Background: an optimization exercise with open tools, aiming at small area and a short achievable clock period. Do not read the settings as production practice. The RTL was checked by simulation tests, not by an equivalence proof against the original design.

$ cat run.sh
#!/bin/bash
# synth_recipe.tcl (not shown) runs the flow's synth.tcl, then flattens the netlist and writes it again
# the make line also repeats each setting of config.mk as NAME=value (left out here)
make -C /OpenROAD-flow-scripts/flow DESIGN_CONFIG=/design/flow/config.mk WORK_HOME=/design/flow/orfs CLKGATE_MAP_FILE= SYNTH_SCRIPT=/design/flow/synth_recipe.tcl finish
$ cat design.v
`default_nettype none
package spac_pkg;
	localparam int unsigned NUM_BINS = 20;
	function automatic logic edge_bit(input logic [4:0] c, input int j);
		logic [19:0] e;
		case (c)
			5'd0: e = 20'd93935;
			5'd1: e = 20'd103814;
			5'd2: e = 20'd114732;
			5'd3: e = 20'd126799;
			5'd4: e = 20'd140134;
			5'd5: e = 20'd154872;
			5'd6: e = 20'd171160;
			5'd7: e = 20'd189161;
			5'd8: e = 20'd209055;
			5'd9: e = 20'd231042;
			5'd10: e = 20'd255341;
			5'd11: e = 20'd282195;
			5'd12: e = 20'd311874;
			5'd13: e = 20'd344674;
			5'd14: e = 20'd380924;
			5'd15: e = 20'd420986;
			5'd16: e = 20'd465261;
			5'd17: e = 20'd514193;
			5'd18: e = 20'd568272;
			5'd19: e = 20'd628037;
			5'd20: e = 20'd694089;
			default: e = 20'd0;
		endcase
		edge_bit = e[j];
	endfunction
	function automatic logic [5:0] prefix_state(input logic [6:0] pre);
		case (pre)
			7'd0, 7'd1, 7'd2, 7'd3, 7'd4, 7'd5, 7'd6, 7'd7, 7'd8, 7'd9, 7'd10: prefix_state = {5'd0, 1'b0};
			7'd11: prefix_state = {5'd0, 1'b1};
			7'd12: prefix_state = {5'd1, 1'b1};
			7'd13: prefix_state = {5'd2, 1'b0};
			7'd14: prefix_state = {5'd2, 1'b1};
			7'd15: prefix_state = {5'd3, 1'b1};
			7'd16: prefix_state = {5'd4, 1'b0};
			7'd17: prefix_state = {5'd4, 1'b1};
			7'd18: prefix_state = {5'd5, 1'b1};
			7'd19: prefix_state = {5'd6, 1'b0};
			7'd20: prefix_state = {5'd6, 1'b1};
			7'd21, 7'd22: prefix_state = {5'd7, 1'b0};
			7'd23: prefix_state = {5'd7, 1'b1};
			7'd24: prefix_state = {5'd8, 1'b0};
			7'd25: prefix_state = {5'd8, 1'b1};
			7'd26, 7'd27: prefix_state = {5'd9, 1'b0};
			7'd28: prefix_state = {5'd9, 1'b1};
			7'd29, 7'd30: prefix_state = {5'd10, 1'b0};
			7'd31: prefix_state = {5'd10, 1'b1};
			7'd32, 7'd33: prefix_state = {5'd11, 1'b0};
			7'd34: prefix_state = {5'd11, 1'b1};
			7'd35, 7'd36, 7'd37: prefix_state = {5'd12, 1'b0};
			7'd38: prefix_state = {5'd12, 1'b1};
			7'd39, 7'd40, 7'd41: prefix_state = {5'd13, 1'b0};
			7'd42: prefix_state = {5'd13, 1'b1};
			7'd43, 7'd44, 7'd45: prefix_state = {5'd14, 1'b0};
			7'd46: prefix_state = {5'd14, 1'b1};
			7'd47, 7'd48, 7'd49, 7'd50: prefix_state = {5'd15, 1'b0};
			7'd51: prefix_state = {5'd15, 1'b1};
			7'd52, 7'd53, 7'd54, 7'd55: prefix_state = {5'd16, 1'b0};
			7'd56: prefix_state = {5'd16, 1'b1};
			7'd57, 7'd58, 7'd59, 7'd60, 7'd61: prefix_state = {5'd17, 1'b0};
			7'd62: prefix_state = {5'd17, 1'b1};
			7'd63, 7'd64, 7'd65, 7'd66, 7'd67, 7'd68: prefix_state = {5'd18, 1'b0};
			7'd69: prefix_state = {5'd18, 1'b1};
			7'd70, 7'd71, 7'd72, 7'd73, 7'd74, 7'd75: prefix_state = {5'd19, 1'b0};
			7'd76: prefix_state = {5'd19, 1'b1};
			7'd77, 7'd78, 7'd79, 7'd80, 7'd81, 7'd82, 7'd83: prefix_state = {5'd20, 1'b0};
			7'd84: prefix_state = {5'd20, 1'b1};
			7'd85, 7'd86, 7'd87, 7'd88, 7'd89, 7'd90, 7'd91, 7'd92, 7'd93, 7'd94, 7'd95, 7'd96, 7'd97, 7'd98, 7'd99, 7'd100, 7'd101, 7'd102, 7'd103, 7'd104, 7'd105, 7'd106, 7'd107, 7'd108, 7'd109, 7'd110, 7'd111, 7'd112, 7'd113, 7'd114, 7'd115, 7'd116, 7'd117, 7'd118, 7'd119, 7'd120, 7'd121, 7'd122, 7'd123, 7'd124, 7'd125, 7'd126, 7'd127: prefix_state = {5'd21, 1'b0};
			default: prefix_state = 6'd0;
		endcase
	endfunction
	function automatic logic [5:0] next_state(input logic [5:0] st, input logic b, input int j);
		logic eb;
		eb = edge_bit(st[5:1], j);
		if (st[0] && b && !eb)      next_state = {st[5:1] + 5'd1, 1'b0};
		else if (st[0] && !b && eb) next_state = {st[5:1], 1'b0};
		else                        next_state = st;
	endfunction
endpackage
`default_nettype wire
`default_nettype none
import spac_pkg::*;
module spac_rap (
	input  wire logic        clk,
	input  wire logic [24:0] plus_i,    
	input  wire logic [24:0] minus_i,   
	input  wire logic        kin_i,     
	output logic [4:0]       cnt_o,
	output logic             eq_o,
	output logic             rz_o       
);
	logic [4:0]  lz_w;
	always_comb begin
		lz_w = 5'd0;
		for (int i = 0; i < 25; i++)
			if (minus_i[i]) lz_w = 5'(24 - i);
	end
	logic [24:0] d_w;
	logic [28:0] x_w;
	assign d_w = minus_i << lz_w;
	assign x_w = {4'd0, plus_i} << lz_w;
	logic        ovf_w;
	assign ovf_w = ({4'd0, plus_i[24:4]} >= minus_i);
	logic [23:0] d_n;
	logic [24:0] w_n;
	logic [3:0]  f_n;
	logic        kin_n, ovf_n;
	always_ff @(posedge clk) begin
		d_n   <= d_w[23:0];
		w_n   <= x_w[28:4];
		f_n   <= x_w[3:0];
		kin_n <= kin_i;
		ovf_n <= ovf_w;
	end
	logic [27:0] a1_w, b1_w, y1_w, s1_w, c1_w;
	logic [3:0]  yh1_w;
	logic        qp1_w, qn1_w;
	assign a1_w  = {{2'b00, w_n}, f_n[3]};
	assign b1_w  = {27'd0, 1'b0};
	assign yh1_w = a1_w[27:24] + b1_w[27:24];
	assign qp1_w = ~yh1_w[3];
	assign qn1_w = yh1_w[3] & ~(&yh1_w);
	assign y1_w  = qp1_w ? ~{3'b001, d_n} : qn1_w ? {3'b001, d_n} : 28'd0;
	assign s1_w  = a1_w ^ b1_w ^ y1_w;
	assign c1_w  = (a1_w & b1_w) | (a1_w & y1_w) | (b1_w & y1_w);
	logic [0:0] qq1_w, qm1_w;
	assign qq1_w = qn1_w ? 1'b1 : qp1_w;
	assign qm1_w = qp1_w ? 1'b0 : 1'b1;
	logic [27:0] a2_w, b2_w, y2_w, s2_w, c2_w;
	logic [3:0]  yh2_w;
	logic        qp2_w, qn2_w;
	assign a2_w  = {s1_w[26:0], f_n[2]};
	assign b2_w  = {{c1_w[25:0], qp1_w}, 1'b0};
	assign yh2_w = a2_w[27:24] + b2_w[27:24];
	assign qp2_w = ~yh2_w[3];
	assign qn2_w = yh2_w[3] & ~(&yh2_w);
	assign y2_w  = qp2_w ? ~{3'b001, d_n} : qn2_w ? {3'b001, d_n} : 28'd0;
	assign s2_w  = a2_w ^ b2_w ^ y2_w;
	assign c2_w  = (a2_w & b2_w) | (a2_w & y2_w) | (b2_w & y2_w);
	logic [1:0] qq2_w, qm2_w;
	assign qq2_w = qn2_w ? {qm1_w, 1'b1} : {qq1_w, qp2_w};
	assign qm2_w = qp2_w ? {qq1_w, 1'b0} : {qm1_w, ~qn2_w};
	logic [26:0] ws_s1, wc_s1;
	logic [23:0] d_s1;
	always_ff @(posedge clk) begin
		ws_s1 <= s2_w[26:0];
		wc_s1 <= {c2_w[25:0], qp2_w};
		d_s1  <= d_n;
	end
	logic [1:0] f_s1;
	always_ff @(posedge clk) f_s1 <= f_n[1:0];
	logic [1:0] qq_s1, qm_s1;
	logic       kin_s1, ovf_s1;
	always_ff @(posedge clk) begin
		qq_s1  <= qq2_w;
		qm_s1  <= qm2_w;
		kin_s1 <= kin_n;
		ovf_s1 <= ovf_n;
	end
	logic [27:0] a3_w, b3_w, y3_w, s3_w, c3_w;
	logic [3:0]  yh3_w;
	logic        qp3_w, qn3_w;
	assign a3_w  = {ws_s1, f_s1[1]};
	assign b3_w  = {wc_s1, 1'b0};
	assign yh3_w = a3_w[27:24] + b3_w[27:24];
	assign qp3_w = ~yh3_w[3];
	assign qn3_w = yh3_w[3] & ~(&yh3_w);
	assign y3_w  = qp3_w ? ~{3'b001, d_s1} : qn3_w ? {3'b001, d_s1} : 28'd0;
	assign s3_w  = a3_w ^ b3_w ^ y3_w;
	assign c3_w  = (a3_w & b3_w) | (a3_w & y3_w) | (b3_w & y3_w);
	logic [2:0] qq3_w, qm3_w;
	assign qq3_w = qn3_w ? {qm_s1, 1'b1} : {qq_s1, qp3_w};
	assign qm3_w = qp3_w ? {qq_s1, 1'b0} : {qm_s1, ~qn3_w};
	logic [27:0] a4_w, b4_w, y4_w, s4_w, c4_w;
	logic [3:0]  yh4_w;
	logic        qp4_w, qn4_w;
	assign a4_w  = {s3_w[26:0], f_s1[0]};
	assign b4_w  = {{c3_w[25:0], qp3_w}, 1'b0};
	assign yh4_w = a4_w[27:24] + b4_w[27:24];
	assign qp4_w = ~yh4_w[3];
	assign qn4_w = yh4_w[3] & ~(&yh4_w);
	assign y4_w  = qp4_w ? ~{3'b001, d_s1} : qn4_w ? {3'b001, d_s1} : 28'd0;
	assign s4_w  = a4_w ^ b4_w ^ y4_w;
	assign c4_w  = (a4_w & b4_w) | (a4_w & y4_w) | (b4_w & y4_w);
	logic [3:0] qq4_w, qm4_w;
	assign qq4_w = qn4_w ? {qm3_w, 1'b1} : {qq3_w, qp4_w};
	assign qm4_w = qp4_w ? {qq3_w, 1'b0} : {qm3_w, ~qn4_w};
	logic [26:0] ws_s2, wc_s2;
	logic [23:0] d_s2;
	always_ff @(posedge clk) begin
		ws_s2 <= s4_w[26:0];
		wc_s2 <= {c4_w[25:0], qp4_w};
		d_s2  <= d_s1;
	end
	logic [3:0] qq_s2, qm_s2;
	logic       kin_s2, ovf_s2;
	always_ff @(posedge clk) begin
		qq_s2  <= qq4_w;
		qm_s2  <= qm4_w;
		kin_s2 <= kin_s1;
		ovf_s2 <= ovf_s1;
	end
	logic [27:0] a5_w, b5_w, y5_w, s5_w, c5_w;
	logic [3:0]  yh5_w;
	logic        qp5_w, qn5_w;
	assign a5_w  = {ws_s2, 1'b0};
	assign b5_w  = {wc_s2, 1'b0};
	assign yh5_w = a5_w[27:24] + b5_w[27:24];
	assign qp5_w = ~yh5_w[3];
	assign qn5_w = yh5_w[3] & ~(&yh5_w);
	assign y5_w  = qp5_w ? ~{3'b001, d_s2} : qn5_w ? {3'b001, d_s2} : 28'd0;
	assign s5_w  = a5_w ^ b5_w ^ y5_w;
	assign c5_w  = (a5_w & b5_w) | (a5_w & y5_w) | (b5_w & y5_w);
	logic [4:0] qq5_w, qm5_w;
	assign qq5_w = qn5_w ? {qm_s2, 1'b1} : {qq_s2, qp5_w};
	assign qm5_w = qp5_w ? {qq_s2, 1'b0} : {qm_s2, ~qn5_w};
	logic [27:0] a6_w, b6_w, y6_w, s6_w, c6_w;
	logic [3:0]  yh6_w;
	logic        qp6_w, qn6_w;
	assign a6_w  = {s5_w[26:0], 1'b0};
	assign b6_w  = {{c5_w[25:0], qp5_w}, 1'b0};
	assign yh6_w = a6_w[27:24] + b6_w[27:24];
	assign qp6_w = ~yh6_w[3];
	assign qn6_w = yh6_w[3] & ~(&yh6_w);
	assign y6_w  = qp6_w ? ~{3'b001, d_s2} : qn6_w ? {3'b001, d_s2} : 28'd0;
	assign s6_w  = a6_w ^ b6_w ^ y6_w;
	assign c6_w  = (a6_w & b6_w) | (a6_w & y6_w) | (b6_w & y6_w);
	logic [5:0] qq6_w, qm6_w;
	assign qq6_w = qn6_w ? {qm5_w, 1'b1} : {qq5_w, qp6_w};
	assign qm6_w = qp6_w ? {qq5_w, 1'b0} : {qm5_w, ~qn6_w};
	logic [26:0] ws_s3, wc_s3;
	logic [23:0] d_s3;
	always_ff @(posedge clk) begin
		ws_s3 <= s6_w[26:0];
		wc_s3 <= {c6_w[25:0], qp6_w};
		d_s3  <= d_s2;
	end
	logic [5:0] qq_s3, qm_s3;
	logic       kin_s3, ovf_s3;
	always_ff @(posedge clk) begin
		qq_s3  <= qq6_w;
		qm_s3  <= qm6_w;
		kin_s3 <= kin_s2;
		ovf_s3 <= ovf_s2;
	end
	logic [27:0] a7_w, b7_w, y7_w, s7_w, c7_w;
	logic [3:0]  yh7_w;
	logic        qp7_w, qn7_w;
	assign a7_w  = {ws_s3, 1'b0};
	assign b7_w  = {wc_s3, 1'b0};
	assign yh7_w = a7_w[27:24] + b7_w[27:24];
	assign qp7_w = ~yh7_w[3];
	assign qn7_w = yh7_w[3] & ~(&yh7_w);
	assign y7_w  = qp7_w ? ~{3'b001, d_s3} : qn7_w ? {3'b001, d_s3} : 28'd0;
	assign s7_w  = a7_w ^ b7_w ^ y7_w;
	assign c7_w  = (a7_w & b7_w) | (a7_w & y7_w) | (b7_w & y7_w);
	logic [6:0] qq7_w, qm7_w;
	assign qq7_w = qn7_w ? {qm_s3, 1'b1} : {qq_s3, qp7_w};
	assign qm7_w = qp7_w ? {qq_s3, 1'b0} : {qm_s3, ~qn7_w};
	logic [5:0] sq7_w, sqm7_w;
	assign sq7_w  = kin_s3 ? 6'd62 : ovf_s3 ? 6'd42 : spac_pkg::prefix_state(qq7_w);
	assign sqm7_w = kin_s3 ? 6'd62 : ovf_s3 ? 6'd42 : spac_pkg::prefix_state(qm7_w);
	logic [27:0] a8_w, b8_w, y8_w, s8_w, c8_w;
	logic [3:0]  yh8_w;
	logic        qp8_w, qn8_w;
	assign a8_w  = {s7_w[26:0], 1'b0};
	assign b8_w  = {{c7_w[25:0], qp7_w}, 1'b0};
	assign yh8_w = a8_w[27:24] + b8_w[27:24];
	assign qp8_w = ~yh8_w[3];
	assign qn8_w = yh8_w[3] & ~(&yh8_w);
	assign y8_w  = qp8_w ? ~{3'b001, d_s3} : qn8_w ? {3'b001, d_s3} : 28'd0;
	assign s8_w  = a8_w ^ b8_w ^ y8_w;
	assign c8_w  = (a8_w & b8_w) | (a8_w & y8_w) | (b8_w & y8_w);
	logic [5:0] sq8_w, sqm8_w;
	assign sq8_w  = qn8_w ? spac_pkg::next_state(sqm7_w, 1'b1, 12) : spac_pkg::next_state(sq7_w, qp8_w, 12);
	assign sqm8_w = qp8_w ? spac_pkg::next_state(sq7_w, 1'b0, 12) : spac_pkg::next_state(sqm7_w, ~qn8_w, 12);
	logic [26:0] ws_s4, wc_s4;
	logic [23:0] d_s4;
	always_ff @(posedge clk) begin
		ws_s4 <= s8_w[26:0];
		wc_s4 <= {c8_w[25:0], qp8_w};
		d_s4  <= d_s3;
	end
	logic [5:0] sq_s4, sqm_s4;
	always_ff @(posedge clk) begin
		sq_s4  <= sq8_w;
		sqm_s4 <= sqm8_w;
	end
	logic [27:0] a9_w, b9_w, y9_w, s9_w, c9_w;
	logic [3:0]  yh9_w;
	logic        qp9_w, qn9_w;
	assign a9_w  = {ws_s4, 1'b0};
	assign b9_w  = {wc_s4, 1'b0};
	assign yh9_w = a9_w[27:24] + b9_w[27:24];
	assign qp9_w = ~yh9_w[3];
	assign qn9_w = yh9_w[3] & ~(&yh9_w);
	assign y9_w  = qp9_w ? ~{3'b001, d_s4} : qn9_w ? {3'b001, d_s4} : 28'd0;
	assign s9_w  = a9_w ^ b9_w ^ y9_w;
	assign c9_w  = (a9_w & b9_w) | (a9_w & y9_w) | (b9_w & y9_w);
	logic [5:0] sq9_w, sqm9_w;
	assign sq9_w  = qn9_w ? spac_pkg::next_state(sqm_s4, 1'b1, 11) : spac_pkg::next_state(sq_s4, qp9_w, 11);
	assign sqm9_w = qp9_w ? spac_pkg::next_state(sq_s4, 1'b0, 11) : spac_pkg::next_state(sqm_s4, ~qn9_w, 11);
	logic [27:0] a10_w, b10_w, y10_w, s10_w, c10_w;
	logic [3:0]  yh10_w;
	logic        qp10_w, qn10_w;
	assign a10_w  = {s9_w[26:0], 1'b0};
	assign b10_w  = {{c9_w[25:0], qp9_w}, 1'b0};
	assign yh10_w = a10_w[27:24] + b10_w[27:24];
	assign qp10_w = ~yh10_w[3];
	assign qn10_w = yh10_w[3] & ~(&yh10_w);
	assign y10_w  = qp10_w ? ~{3'b001, d_s4} : qn10_w ? {3'b001, d_s4} : 28'd0;
	assign s10_w  = a10_w ^ b10_w ^ y10_w;
	assign c10_w  = (a10_w & b10_w) | (a10_w & y10_w) | (b10_w & y10_w);
	logic [5:0] sq10_w, sqm10_w;
	assign sq10_w  = qn10_w ? spac_pkg::next_state(sqm9_w, 1'b1, 10) : spac_pkg::next_state(sq9_w, qp10_w, 10);
	assign sqm10_w = qp10_w ? spac_pkg::next_state(sq9_w, 1'b0, 10) : spac_pkg::next_state(sqm9_w, ~qn10_w, 10);
	logic [26:0] ws_s5, wc_s5;
	logic [23:0] d_s5;
	always_ff @(posedge clk) begin
		ws_s5 <= s10_w[26:0];
		wc_s5 <= {c10_w[25:0], qp10_w};
		d_s5  <= d_s4;
	end
	logic [5:0] sq_s5, sqm_s5;
	always_ff @(posedge clk) begin
		sq_s5  <= sq10_w;
		sqm_s5 <= sqm10_w;
	end
	logic [27:0] a11_w, b11_w, y11_w, s11_w, c11_w;
	logic [3:0]  yh11_w;
	logic        qp11_w, qn11_w;
	assign a11_w  = {ws_s5, 1'b0};
	assign b11_w  = {wc_s5, 1'b0};
	assign yh11_w = a11_w[27:24] + b11_w[27:24];
	assign qp11_w = ~yh11_w[3];
	assign qn11_w = yh11_w[3] & ~(&yh11_w);
	assign y11_w  = qp11_w ? ~{3'b001, d_s5} : qn11_w ? {3'b001, d_s5} : 28'd0;
	assign s11_w  = a11_w ^ b11_w ^ y11_w;
	assign c11_w  = (a11_w & b11_w) | (a11_w & y11_w) | (b11_w & y11_w);
	logic [5:0] sq11_w, sqm11_w;
	assign sq11_w  = qn11_w ? spac_pkg::next_state(sqm_s5, 1'b1, 9) : spac_pkg::next_state(sq_s5, qp11_w, 9);
	assign sqm11_w = qp11_w ? spac_pkg::next_state(sq_s5, 1'b0, 9) : spac_pkg::next_state(sqm_s5, ~qn11_w, 9);
	logic [27:0] a12_w, b12_w, y12_w, s12_w, c12_w;
	logic [3:0]  yh12_w;
	logic        qp12_w, qn12_w;
	assign a12_w  = {s11_w[26:0], 1'b0};
	assign b12_w  = {{c11_w[25:0], qp11_w}, 1'b0};
	assign yh12_w = a12_w[27:24] + b12_w[27:24];
	assign qp12_w = ~yh12_w[3];
	assign qn12_w = yh12_w[3] & ~(&yh12_w);
	assign y12_w  = qp12_w ? ~{3'b001, d_s5} : qn12_w ? {3'b001, d_s5} : 28'd0;
	assign s12_w  = a12_w ^ b12_w ^ y12_w;
	assign c12_w  = (a12_w & b12_w) | (a12_w & y12_w) | (b12_w & y12_w);
	logic [5:0] sq12_w, sqm12_w;
	assign sq12_w  = qn12_w ? spac_pkg::next_state(sqm11_w, 1'b1, 8) : spac_pkg::next_state(sq11_w, qp12_w, 8);
	assign sqm12_w = qp12_w ? spac_pkg::next_state(sq11_w, 1'b0, 8) : spac_pkg::next_state(sqm11_w, ~qn12_w, 8);
	logic [26:0] ws_s6, wc_s6;
	logic [23:0] d_s6;
	always_ff @(posedge clk) begin
		ws_s6 <= s12_w[26:0];
		wc_s6 <= {c12_w[25:0], qp12_w};
		d_s6  <= d_s5;
	end
	logic [5:0] sq_s6, sqm_s6;
	always_ff @(posedge clk) begin
		sq_s6  <= sq12_w;
		sqm_s6 <= sqm12_w;
	end
	logic [27:0] a13_w, b13_w, y13_w, s13_w, c13_w;
	logic [3:0]  yh13_w;
	logic        qp13_w, qn13_w;
	assign a13_w  = {ws_s6, 1'b0};
	assign b13_w  = {wc_s6, 1'b0};
	assign yh13_w = a13_w[27:24] + b13_w[27:24];
	assign qp13_w = ~yh13_w[3];
	assign qn13_w = yh13_w[3] & ~(&yh13_w);
	assign y13_w  = qp13_w ? ~{3'b001, d_s6} : qn13_w ? {3'b001, d_s6} : 28'd0;
	assign s13_w  = a13_w ^ b13_w ^ y13_w;
	assign c13_w  = (a13_w & b13_w) | (a13_w & y13_w) | (b13_w & y13_w);
	logic [5:0] sq13_w, sqm13_w;
	assign sq13_w  = qn13_w ? spac_pkg::next_state(sqm_s6, 1'b1, 7) : spac_pkg::next_state(sq_s6, qp13_w, 7);
	assign sqm13_w = qp13_w ? spac_pkg::next_state(sq_s6, 1'b0, 7) : spac_pkg::next_state(sqm_s6, ~qn13_w, 7);
	logic [27:0] a14_w, b14_w, y14_w, s14_w, c14_w;
	logic [3:0]  yh14_w;
	logic        qp14_w, qn14_w;
	assign a14_w  = {s13_w[26:0], 1'b0};
	assign b14_w  = {{c13_w[25:0], qp13_w}, 1'b0};
	assign yh14_w = a14_w[27:24] + b14_w[27:24];
	assign qp14_w = ~yh14_w[3];
	assign qn14_w = yh14_w[3] & ~(&yh14_w);
	assign y14_w  = qp14_w ? ~{3'b001, d_s6} : qn14_w ? {3'b001, d_s6} : 28'd0;
	assign s14_w  = a14_w ^ b14_w ^ y14_w;
	assign c14_w  = (a14_w & b14_w) | (a14_w & y14_w) | (b14_w & y14_w);
	logic [5:0] sq14_w, sqm14_w;
	assign sq14_w  = qn14_w ? spac_pkg::next_state(sqm13_w, 1'b1, 6) : spac_pkg::next_state(sq13_w, qp14_w, 6);
	assign sqm14_w = qp14_w ? spac_pkg::next_state(sq13_w, 1'b0, 6) : spac_pkg::next_state(sqm13_w, ~qn14_w, 6);
	logic [26:0] ws_s7, wc_s7;
	logic [23:0] d_s7;
	always_ff @(posedge clk) begin
		ws_s7 <= s14_w[26:0];
		wc_s7 <= {c14_w[25:0], qp14_w};
		d_s7  <= d_s6;
	end
	logic [5:0] sq_s7, sqm_s7;
	always_ff @(posedge clk) begin
		sq_s7  <= sq14_w;
		sqm_s7 <= sqm14_w;
	end
	logic [27:0] a15_w, b15_w, y15_w, s15_w, c15_w;
	logic [3:0]  yh15_w;
	logic        qp15_w, qn15_w;
	assign a15_w  = {ws_s7, 1'b0};
	assign b15_w  = {wc_s7, 1'b0};
	assign yh15_w = a15_w[27:24] + b15_w[27:24];
	assign qp15_w = ~yh15_w[3];
	assign qn15_w = yh15_w[3] & ~(&yh15_w);
	assign y15_w  = qp15_w ? ~{3'b001, d_s7} : qn15_w ? {3'b001, d_s7} : 28'd0;
	assign s15_w  = a15_w ^ b15_w ^ y15_w;
	assign c15_w  = (a15_w & b15_w) | (a15_w & y15_w) | (b15_w & y15_w);
	logic [5:0] sq15_w, sqm15_w;
	assign sq15_w  = qn15_w ? spac_pkg::next_state(sqm_s7, 1'b1, 5) : spac_pkg::next_state(sq_s7, qp15_w, 5);
	assign sqm15_w = qp15_w ? spac_pkg::next_state(sq_s7, 1'b0, 5) : spac_pkg::next_state(sqm_s7, ~qn15_w, 5);
	logic [27:0] a16_w, b16_w, y16_w, s16_w, c16_w;
	logic [3:0]  yh16_w;
	logic        qp16_w, qn16_w;
	assign a16_w  = {s15_w[26:0], 1'b0};
	assign b16_w  = {{c15_w[25:0], qp15_w}, 1'b0};
	assign yh16_w = a16_w[27:24] + b16_w[27:24];
	assign qp16_w = ~yh16_w[3];
	assign qn16_w = yh16_w[3] & ~(&yh16_w);
	assign y16_w  = qp16_w ? ~{3'b001, d_s7} : qn16_w ? {3'b001, d_s7} : 28'd0;
	assign s16_w  = a16_w ^ b16_w ^ y16_w;
	assign c16_w  = (a16_w & b16_w) | (a16_w & y16_w) | (b16_w & y16_w);
	logic [5:0] sq16_w, sqm16_w;
	assign sq16_w  = qn16_w ? spac_pkg::next_state(sqm15_w, 1'b1, 4) : spac_pkg::next_state(sq15_w, qp16_w, 4);
	assign sqm16_w = qp16_w ? spac_pkg::next_state(sq15_w, 1'b0, 4) : spac_pkg::next_state(sqm15_w, ~qn16_w, 4);
	logic [26:0] ws_s8, wc_s8;
	logic [23:0] d_s8;
	always_ff @(posedge clk) begin
		ws_s8 <= s16_w[26:0];
		wc_s8 <= {c16_w[25:0], qp16_w};
		d_s8  <= d_s7;
	end
	logic [5:0] sq_s8, sqm_s8;
	always_ff @(posedge clk) begin
		sq_s8  <= sq16_w;
		sqm_s8 <= sqm16_w;
	end
	logic [27:0] a17_w, b17_w, y17_w, s17_w, c17_w;
	logic [3:0]  yh17_w;
	logic        qp17_w, qn17_w;
	assign a17_w  = {ws_s8, 1'b0};
	assign b17_w  = {wc_s8, 1'b0};
	assign yh17_w = a17_w[27:24] + b17_w[27:24];
	assign qp17_w = ~yh17_w[3];
	assign qn17_w = yh17_w[3] & ~(&yh17_w);
	assign y17_w  = qp17_w ? ~{3'b001, d_s8} : qn17_w ? {3'b001, d_s8} : 28'd0;
	assign s17_w  = a17_w ^ b17_w ^ y17_w;
	assign c17_w  = (a17_w & b17_w) | (a17_w & y17_w) | (b17_w & y17_w);
	logic [5:0] sq17_w, sqm17_w;
	assign sq17_w  = qn17_w ? spac_pkg::next_state(sqm_s8, 1'b1, 3) : spac_pkg::next_state(sq_s8, qp17_w, 3);
	assign sqm17_w = qp17_w ? spac_pkg::next_state(sq_s8, 1'b0, 3) : spac_pkg::next_state(sqm_s8, ~qn17_w, 3);
	logic [27:0] a18_w, b18_w, y18_w, s18_w, c18_w;
	logic [3:0]  yh18_w;
	logic        qp18_w, qn18_w;
	assign a18_w  = {s17_w[26:0], 1'b0};
	assign b18_w  = {{c17_w[25:0], qp17_w}, 1'b0};
	assign yh18_w = a18_w[27:24] + b18_w[27:24];
	assign qp18_w = ~yh18_w[3];
	assign qn18_w = yh18_w[3] & ~(&yh18_w);
	assign y18_w  = qp18_w ? ~{3'b001, d_s8} : qn18_w ? {3'b001, d_s8} : 28'd0;
	assign s18_w  = a18_w ^ b18_w ^ y18_w;
	assign c18_w  = (a18_w & b18_w) | (a18_w & y18_w) | (b18_w & y18_w);
	logic [5:0] sq18_w, sqm18_w;
	assign sq18_w  = qn18_w ? spac_pkg::next_state(sqm17_w, 1'b1, 2) : spac_pkg::next_state(sq17_w, qp18_w, 2);
	assign sqm18_w = qp18_w ? spac_pkg::next_state(sq17_w, 1'b0, 2) : spac_pkg::next_state(sqm17_w, ~qn18_w, 2);
	logic [26:0] ws_s9, wc_s9;
	logic [23:0] d_s9;
	always_ff @(posedge clk) begin
		ws_s9 <= s18_w[26:0];
		wc_s9 <= {c18_w[25:0], qp18_w};
		d_s9  <= d_s8;
	end
	logic [5:0] sq_s9, sqm_s9;
	always_ff @(posedge clk) begin
		sq_s9  <= sq18_w;
		sqm_s9 <= sqm18_w;
	end
	logic [27:0] a19_w, b19_w, y19_w, s19_w, c19_w;
	logic [3:0]  yh19_w;
	logic        qp19_w, qn19_w;
	assign a19_w  = {ws_s9, 1'b0};
	assign b19_w  = {wc_s9, 1'b0};
	assign yh19_w = a19_w[27:24] + b19_w[27:24];
	assign qp19_w = ~yh19_w[3];
	assign qn19_w = yh19_w[3] & ~(&yh19_w);
	assign y19_w  = qp19_w ? ~{3'b001, d_s9} : qn19_w ? {3'b001, d_s9} : 28'd0;
	assign s19_w  = a19_w ^ b19_w ^ y19_w;
	assign c19_w  = (a19_w & b19_w) | (a19_w & y19_w) | (b19_w & y19_w);
	logic [5:0] sq19_w, sqm19_w;
	assign sq19_w  = qn19_w ? spac_pkg::next_state(sqm_s9, 1'b1, 1) : spac_pkg::next_state(sq_s9, qp19_w, 1);
	assign sqm19_w = qp19_w ? spac_pkg::next_state(sq_s9, 1'b0, 1) : spac_pkg::next_state(sqm_s9, ~qn19_w, 1);
	logic [27:0] a20_w, b20_w, y20_w, s20_w, c20_w;
	logic [3:0]  yh20_w;
	logic        qp20_w, qn20_w;
	assign a20_w  = {s19_w[26:0], 1'b0};
	assign b20_w  = {{c19_w[25:0], qp19_w}, 1'b0};
	assign yh20_w = a20_w[27:24] + b20_w[27:24];
	assign qp20_w = ~yh20_w[3];
	assign qn20_w = yh20_w[3] & ~(&yh20_w);
	assign y20_w  = qp20_w ? ~{3'b001, d_s9} : qn20_w ? {3'b001, d_s9} : 28'd0;
	assign s20_w  = a20_w ^ b20_w ^ y20_w;
	assign c20_w  = (a20_w & b20_w) | (a20_w & y20_w) | (b20_w & y20_w);
	logic [5:0] sq20_w, sqm20_w;
	assign sq20_w  = qn20_w ? spac_pkg::next_state(sqm19_w, 1'b1, 0) : spac_pkg::next_state(sq19_w, qp20_w, 0);
	assign sqm20_w = qp20_w ? spac_pkg::next_state(sq19_w, 1'b0, 0) : spac_pkg::next_state(sqm19_w, ~qn20_w, 0);
	logic [26:0] ws_l, wc_l;
	logic [23:0] d_l;
	logic [5:0]  sq_l, sqm_l;
	always_ff @(posedge clk) begin
		ws_l  <= s20_w[26:0];
		wc_l  <= {c20_w[25:0], qp20_w};
		d_l   <= d_s9;
		sq_l  <= sq20_w;
		sqm_l <= sqm20_w;
	end
	logic [26:0] w_w;
	assign w_w = ws_l + wc_l;
	logic        neg_w;
	assign neg_w = w_w[26];
	logic [26:0] zs_w, zc_w, dd_w;
	assign dd_w = {3'b001, d_l};
	assign zs_w = ws_l ^ wc_l ^ dd_w;
	assign zc_w = {((ws_l[25:0] & wc_l[25:0]) | (ws_l[25:0] & dd_w[25:0]) | (wc_l[25:0] & dd_w[25:0])), 1'b0};
	logic        z0_w, zd_w;
	assign z0_w = ((ws_l ^ wc_l) == {(ws_l[25:0] | wc_l[25:0]), 1'b0});
	assign zd_w = ((zs_w ^ zc_w) == {(zs_w[25:0] | zc_w[25:0]), 1'b0});
	always_ff @(posedge clk) begin
		{cnt_o, eq_o} <= neg_w ? sqm_l : sq_l;
		rz_o <= neg_w ? zd_w : z0_w;
	end
endmodule
`default_nettype wire
`default_nettype none
module spac_pt (
	input  wire logic        clk,
	input  wire logic [23:0] mom_x,
	input  wire logic [23:0] mom_y,
	output logic [4:0]       cls_o
);
	logic        big_w;
	assign big_w = !((&mom_x[23:13]) || !(|mom_x[23:13])) || !((&mom_y[23:13]) || !(|mom_y[23:13]));
	logic signed [13:0] x_s1, y_s1;
	logic               big_s1;
	always_ff @(posedge clk) begin
		x_s1   <= mom_x[13:0];
		y_s1   <= mom_y[13:0];
		big_s1 <= big_w;
	end
	logic [27:0] pt2_w;
	assign pt2_w = 28'($signed(x_s1) * $signed(x_s1)) + 28'($signed(y_s1) * $signed(y_s1));
	logic [27:0] pt2_s2;
	logic        big_s2;
	always_ff @(posedge clk) begin
		pt2_s2 <= pt2_w;
		big_s2 <= big_s1;
	end
	logic [4:0] cls_w;
	always_comb begin
		cls_w = 5'd0;
		if (pt2_s2 >= 28'd409600) cls_w = 5'd1;
		if (pt2_s2 >  28'd409600) cls_w = 5'd2;
		if (pt2_s2 >= 28'd1638400) cls_w = 5'd3;
		if (pt2_s2 >  28'd1638400) cls_w = 5'd4;
		if (pt2_s2 >= 28'd3686400) cls_w = 5'd5;
		if (pt2_s2 >  28'd3686400) cls_w = 5'd6;
		if (pt2_s2 >= 28'd6553600) cls_w = 5'd7;
		if (pt2_s2 >  28'd6553600) cls_w = 5'd8;
		if (pt2_s2 >= 28'd10240000) cls_w = 5'd9;
		if (pt2_s2 >  28'd10240000) cls_w = 5'd10;
		if (pt2_s2 >= 28'd14745600) cls_w = 5'd11;
		if (pt2_s2 >  28'd14745600) cls_w = 5'd12;
		if (pt2_s2 >= 28'd20070400) cls_w = 5'd13;
		if (pt2_s2 >  28'd20070400) cls_w = 5'd14;
		if (pt2_s2 >= 28'd26214400) cls_w = 5'd15;
		if (pt2_s2 >  28'd26214400) cls_w = 5'd16;
		if (pt2_s2 >= 28'd33177600) cls_w = 5'd17;
		if (pt2_s2 >  28'd33177600) cls_w = 5'd18;
		if (pt2_s2 >= 28'd40960000) cls_w = 5'd19;
		if (pt2_s2 >  28'd40960000) cls_w = 5'd20;
		if (pt2_s2 >= 28'd49561600) cls_w = 5'd21;
		if (pt2_s2 >  28'd49561600) cls_w = 5'd22;
		if (big_s2) cls_w = 5'd22;
	end
	always_ff @(posedge clk) cls_o <= cls_w;
endmodule
`default_nettype wire
`default_nettype none
module single_particle_acceptance_cut #(
	parameter int unsigned MOMENTUM_BITS = 24
) (
	input  wire logic                            clk,
	input  wire logic                            arst_n,
	input  wire logic                            start,
	output logic                                 busy,
	input  wire logic [23:0]                     energy,
	input  wire logic signed [MOMENTUM_BITS-1:0] mom_x,
	input  wire logic signed [MOMENTUM_BITS-1:0] mom_y,
	input  wire logic signed [MOMENTUM_BITS-1:0] mom_z,
	output logic                                 done,
	output logic                                 accept,
	output logic [1:0]                           reject_reason,
	output logic [4:0]                           rapidity_bin
);
	assign busy = 1'b0;
	logic signed [25:0] p_w, m_w;
	assign p_w = $signed({2'b00, energy}) + $signed({{2{mom_z[23]}}, mom_z});
	assign m_w = $signed({2'b00, energy}) - $signed({{2{mom_z[23]}}, mom_z});
	logic [24:0] plus_s1, minus_s1;
	logic        kin_s1;
	always_ff @(posedge clk) begin
		plus_s1  <= p_w[24:0];
		minus_s1 <= m_w[24:0];
		kin_s1   <= (p_w <= 0) || (m_w <= 0);
	end
	logic [4:0] cnt_w;
	logic       eq_w, rz_w;
	spac_rap u_rap (.clk(clk), .plus_i(plus_s1), .minus_i(minus_s1), .kin_i(kin_s1),
		.cnt_o(cnt_w), .eq_o(eq_w), .rz_o(rz_w));
	logic [4:0] cls_w;
	spac_pt u_pt (.clk(clk), .mom_x(mom_x), .mom_y(mom_y), .cls_o(cls_w));
	logic [4:0] cls_d1;
	always_ff @(posedge clk) cls_d1 <= cls_w;
	logic [4:0] cls_d2;
	always_ff @(posedge clk) cls_d2 <= cls_d1;
	logic [4:0] cls_d3;
	always_ff @(posedge clk) cls_d3 <= cls_d2;
	logic [4:0] cls_d4;
	always_ff @(posedge clk) cls_d4 <= cls_d3;
	logic [4:0] cls_d5;
	always_ff @(posedge clk) cls_d5 <= cls_d4;
	logic [4:0] cls_d6;
	always_ff @(posedge clk) cls_d6 <= cls_d5;
	logic [4:0] cls_d7;
	always_ff @(posedge clk) cls_d7 <= cls_d6;
	logic [4:0] cls_d8;
	always_ff @(posedge clk) cls_d8 <= cls_d7;
	logic [4:0] cls_d9;
	always_ff @(posedge clk) cls_d9 <= cls_d8;
	logic [4:0] cls_d10;
	always_ff @(posedge clk) cls_d10 <= cls_d9;
	logic [13:0] vld_q;
	always_ff @(posedge clk or negedge arst_n) begin
		if (!arst_n) vld_q <= '0;
		else         vld_q <= {vld_q[12:0], start};
	end
	assign done = vld_q[13];
	logic [5:0] c_w;
	logic       kin_w, above_w, below_w;
	logic [4:0] bin_w;
	assign c_w     = {1'b0, cnt_w} + {5'd0, eq_w};
	assign kin_w   = (cnt_w == 5'd31);
	assign above_w = (cnt_w == 5'd21) || (cnt_w == 5'd20 && eq_w && !rz_w);
	assign below_w = (c_w == 6'd0);
	assign bin_w   = (c_w >= 6'd20) ? 5'd19 : 5'(c_w - 6'd1);
	logic [4:0] hi_w, lo_w;
	always_comb begin
		case (bin_w)
			5'd0: begin hi_w = 5'd22; lo_w = 5'd15; end
			5'd1: begin hi_w = 5'd22; lo_w = 5'd13; end
			5'd2: begin hi_w = 5'd20; lo_w = 5'd11; end
			5'd3: begin hi_w = 5'd20; lo_w = 5'd11; end
			5'd4: begin hi_w = 5'd18; lo_w = 5'd9; end
			5'd5: begin hi_w = 5'd16; lo_w = 5'd7; end
			5'd6: begin hi_w = 5'd16; lo_w = 5'd7; end
			5'd7: begin hi_w = 5'd14; lo_w = 5'd5; end
			5'd8: begin hi_w = 5'd14; lo_w = 5'd5; end
			5'd9: begin hi_w = 5'd12; lo_w = 5'd3; end
			5'd10: begin hi_w = 5'd12; lo_w = 5'd3; end
			5'd11: begin hi_w = 5'd10; lo_w = 5'd3; end
			5'd12: begin hi_w = 5'd10; lo_w = 5'd3; end
			5'd13: begin hi_w = 5'd10; lo_w = 5'd1; end
			5'd14: begin hi_w = 5'd8; lo_w = 5'd1; end
			5'd15: begin hi_w = 5'd8; lo_w = 5'd1; end
			5'd16: begin hi_w = 5'd6; lo_w = 5'd0; end
			5'd17: begin hi_w = 5'd6; lo_w = 5'd0; end
			5'd18: begin hi_w = 5'd6; lo_w = 5'd0; end
			5'd19: begin hi_w = 5'd4; lo_w = 5'd0; end
			default: begin hi_w = 5'd0; lo_w = 5'd0; end
		endcase
	end
	logic       acc_w;
	logic [1:0] rsn_w;
	logic [4:0] obin_w;
	always_comb begin
		acc_w  = 1'b0;
		rsn_w  = 2'd0;
		obin_w = 5'd0;
		if (kin_w) rsn_w = 2'd3;
		else if (above_w || below_w) rsn_w = 2'd1;
		else begin
			obin_w = bin_w;
			if (cls_d10 >= hi_w || cls_d10 < lo_w) rsn_w = 2'd2;
			else acc_w = 1'b1;
		end
	end
	always_ff @(posedge clk) begin
		accept        <= acc_w;
		reject_reason <= rsn_w;
		rapidity_bin  <= obin_w;
	end
endmodule
`default_nettype wire
$ cat config.mk
export PLATFORM = sky130hd
export DESIGN_NAME = single_particle_acceptance_cut
export DESIGN_NICKNAME = single_particle_acceptance_cut
export VERILOG_FILES = /design/flow/design.v
export SDC_FILE = /design/flow/constraint.sdc
export NUM_CORES = 4
export LEC_CHECK = 0
export ABC_CLOCK_PERIOD_IN_PS = 9000
export CAP_MARGIN = 20
export CORE_MARGIN = 2
export CORE_UTILIZATION = 40
export SETUP_SLACK_MARGIN = 0.3
export SLEW_MARGIN = 20
$ cat constraint.sdc
create_clock -name core_clock -period 14.0 [get_ports {clk}]
set_input_delay 2.8000 -clock core_clock [delete_from_list [all_inputs] [get_ports {clk}]]
set_output_delay 2.8000 -clock core_clock [all_outputs]
set_load 0.01 [all_outputs]
==> summary.txt <==
## worst max-delay path: stages, from the launching register on
cell and delay (ns):
dfxtp_1 0.60, inv_1 0.29, nor2_1 0.31, fa_1 0.48
fa_1 0.54, inv_1 0.06, fa_1 0.49, inv_1 0.05
fa_1 0.48, fa_1 0.52, inv_1 0.06, fa_1 0.53
inv_1 0.05, fa_1 0.43, ha_1 0.28, ha_1 0.32
a21oi_1 0.24, o21bai_1 0.10, a21o_1 0.20, a21oi_1 0.27
o21ai_0 0.24, o21ai_0 0.33, o21bai_1 0.13, a41o_1 0.25
or4_1 0.42, a31o_2 0.25, a21oi_1 0.16, xnor2_1 0.10
## cell type report
type                       instances  share of cell area
multi-input combinational       4942              0.5610
sequential                      1144              0.2862
inverter                         932             0.04362
clock buffer                     156             0.04185
tap                             2355             0.03671
timing repair buffer             154             0.01783
clock inverter                    72             0.01277
antenna                            1          0.00003118
## Yosys cell counts (31+ instances only)
library cell  number
ha_1             444
nor4_1            57
o31ai_1           37
xor2_1           118
and2_1            91
o21ai_0          353
nor2b_1           38
and3_1            33
inv_1            921
nand2_1          558
a21oi_1          464
clkbuf_1         196
nand2b_1          46
a21o_1            48
buf_1             31
nand3_1           96
or3_1             31
dfxtp_1         1130
fa_1             899
nor2_1           567
mux2_2            46
nor3_1            92
nand4_1           42
xnor2_1          236
mux2i_1          164
a31oi_1           44
## cells by family after synthesis
| family | after synthesis | synth area share |
|---|---|---|
| xor gates and xnor gates | 356 | 0.04337 |
| DFF | 1144 | 0.3180 |
| buffers and inverters | 1171 | 0.06149 |
| muxes | 217 | 0.03154 |
| adders and majority gates | 1344 | 0.3262 |
| AOI/OAI and AO/OA | 1262 | 0.1066 |
| other | 1 | 0.00005192 |
| and+or+nand+nor | 1761 | 0.1127 |
## metrics by stage
step	std cells	worst slack [ns]	cell area [um2]	util
finish	9756	5.648	80270	0.4484
global route	9755	5.173	80260	0.4484
CTS	9754	5.633	80240	0.4483
detailed placement	9526	5.633	75860	0.4238
global placement	9526	5.825	75850	0.4238
floorplan	7257	6.583	72240	-
## metal layers
| metal | routed length, um | vias to the layer above |
|---|---|---|
| li1 | - | 23810 |
| met1 | 73490 | 23670 |
| met2 | 81170 | 935 |
| met3 | 6332 | 245 |
| met4 | 5741 | 0 |
| met5 | 0 | - |
## final timing paths
path                                    to  cells after the start           from
hold reg to reg                  cls_d1[0]                      0  u_pt.cls_o[0]
max in group asynchronous         vld_q[2]                      1         arst_n
hold / removal                   cls_d1[0]                      0  u_pt.cls_o[0]
setup reg to reg           u_pt.pt2_s2[27]                     27   u_pt.x_s1[5]
min in group asynchronous         vld_q[8]                      1         arst_n
setup / recovery           u_pt.pt2_s2[27]                     27   u_pt.x_s1[5]
==> impl_metrics.tcl <==
set metrics [dict create \
    maxSlewHeadroom 0.2816 \
    yosysTopAreaCell "dfxtp_1" \
    synth_enable_flop_cells 0 \
    setup_viol 0 \
    setup_tns_ns 0 \
    synth_warnings 3 \
    status "no timing/DRC/antenna violations" \
    mostFrequentLayoutCells "dfxtp_1, inv_1, fa_1" \
    start_kind "register" \
    wl_mm 166.7 \
    required_ns 14.58 \
    top_usage_layer "met2" \
    critPathKind "register to register" \
    initial_utilization 0.4035 \
    grt_pass1_vias 51410 \
    final_antenna_net_count 0 \
    ys_seq_area_frac 0.3180 \
    nets 8737 \
    cts_resized 0 \
    ios 109 \
    fmax_mhz 119.7 \
    hold_violations 0 \
    drc_errors 0 \
    multi_input_area_mm2 0.04503 \
    worstPathArrival_ns 8.93 \
    track_usage 0.1833 \
    grt_pass1_wl_mm 276.6 \
    gp_congestion 0.8902 \
    synth.area.top_cells "dfxtp_1, fa_1, ha_1" \
    antenna_found_initial 1 \
    min_period_over_period 0.5966 \
    cts-buffers-inserted 121 \
    synthFlopType "dfxtp_1" \
    syn-cell-area_mm2 0.07223 \
    avgSynthCellArea_um2 9.955 \
    drt_iter0_markers 2729 \
    core.rowCount 155 \
    viasPerCell 4.988 \
    grt.met2_usage 0.3166 \
    core_area_mm2 0.1790 \
    dieArea_mm2 0.1840 \
    synth-async-reset-ratio 0.01224 \
    mostFrequentLayoutCell "dfxtp_1" \
    ctsHoldBuffers 0 \
    rsz0062_at_grt "no" \
    grt_use_met1 0.2363 \
    insertion_delay_ns 0.78 \
    dp_hpwl_mm 135.3 \
    root_buffer "clkbuf_16" \
    fin_skew_ns 0.07126 \
    synth_seq_cells 1144 \
    grt_max_degree 60 \
    path_max_fanout 11 \
    fillers 16850 \
    synth_cell_types 106 \
    grt-ovfl-total 0 \
    hold_ws_ns 0.3164 \
    hold_path_class "register to register" \
    final_max_slew_viol_count 0 \
    r2r_slack_ns 5.65 \
    end_kind "register" \
    areaGrowthSynthToFinish_pct 11.12 \
    die_width_um 429.0 \
    synth_cells 7256 \
    regArea_mm2 0.02297 \
    use_met3 0.02148 \
    period_minus_slack_ns 8.352 \
    place.port_buffers 107 \
    firstDrtPassIters 6 \
    die_h_um 429.0 \
    drive_gt1_frac 0.05581 \
    ctsLongestPathBuffers 3 \
    cts.clk_slew.worst_paths_ns 0.07 \
    netlist.area_leader.share 0.3132 \
    tightest_slew_ns 1.068 \
    tritoncts "built" \
    htreeDepth 3 \
    wl_per_cell_um 17.09 \
    largest_reg_flops 28 \
    clock_sinks 1144 \
    top_register "u_pt.pt2_s2" \
    maxCapViolCount 0 \
    cts_setup_buffers 0 \
    vias 48670 \
]

==> static timing again, ports no longer ideal <==
The results above use ideal ports. As a check the final layout listed here was re-extracted and re-timed, cells and wires unchanged. Step 1 assumes that a clkbuf_16 drives the clock port and a buf_2 every other input. Step 2 also shifts input and output timing later by t, the mid clock arrival at the registers, as if the neighbouring blocks saw the same clock. Slacks: ideal / step 1 / step 2; pairs: ideal / step 1.
shift t [ns]: 0.830
setup WS [ns]: 5.648 / 5.648 / 5.648
clock arrival spread, ns: 0.074 / 0.073
worst data-port slew with drivers (ns): 0.06
After both steps setup and hold are still met in this run. For this run, drivers alone change the setup slack by 0.000 ns; drivers and shift together by 0.000 ns.
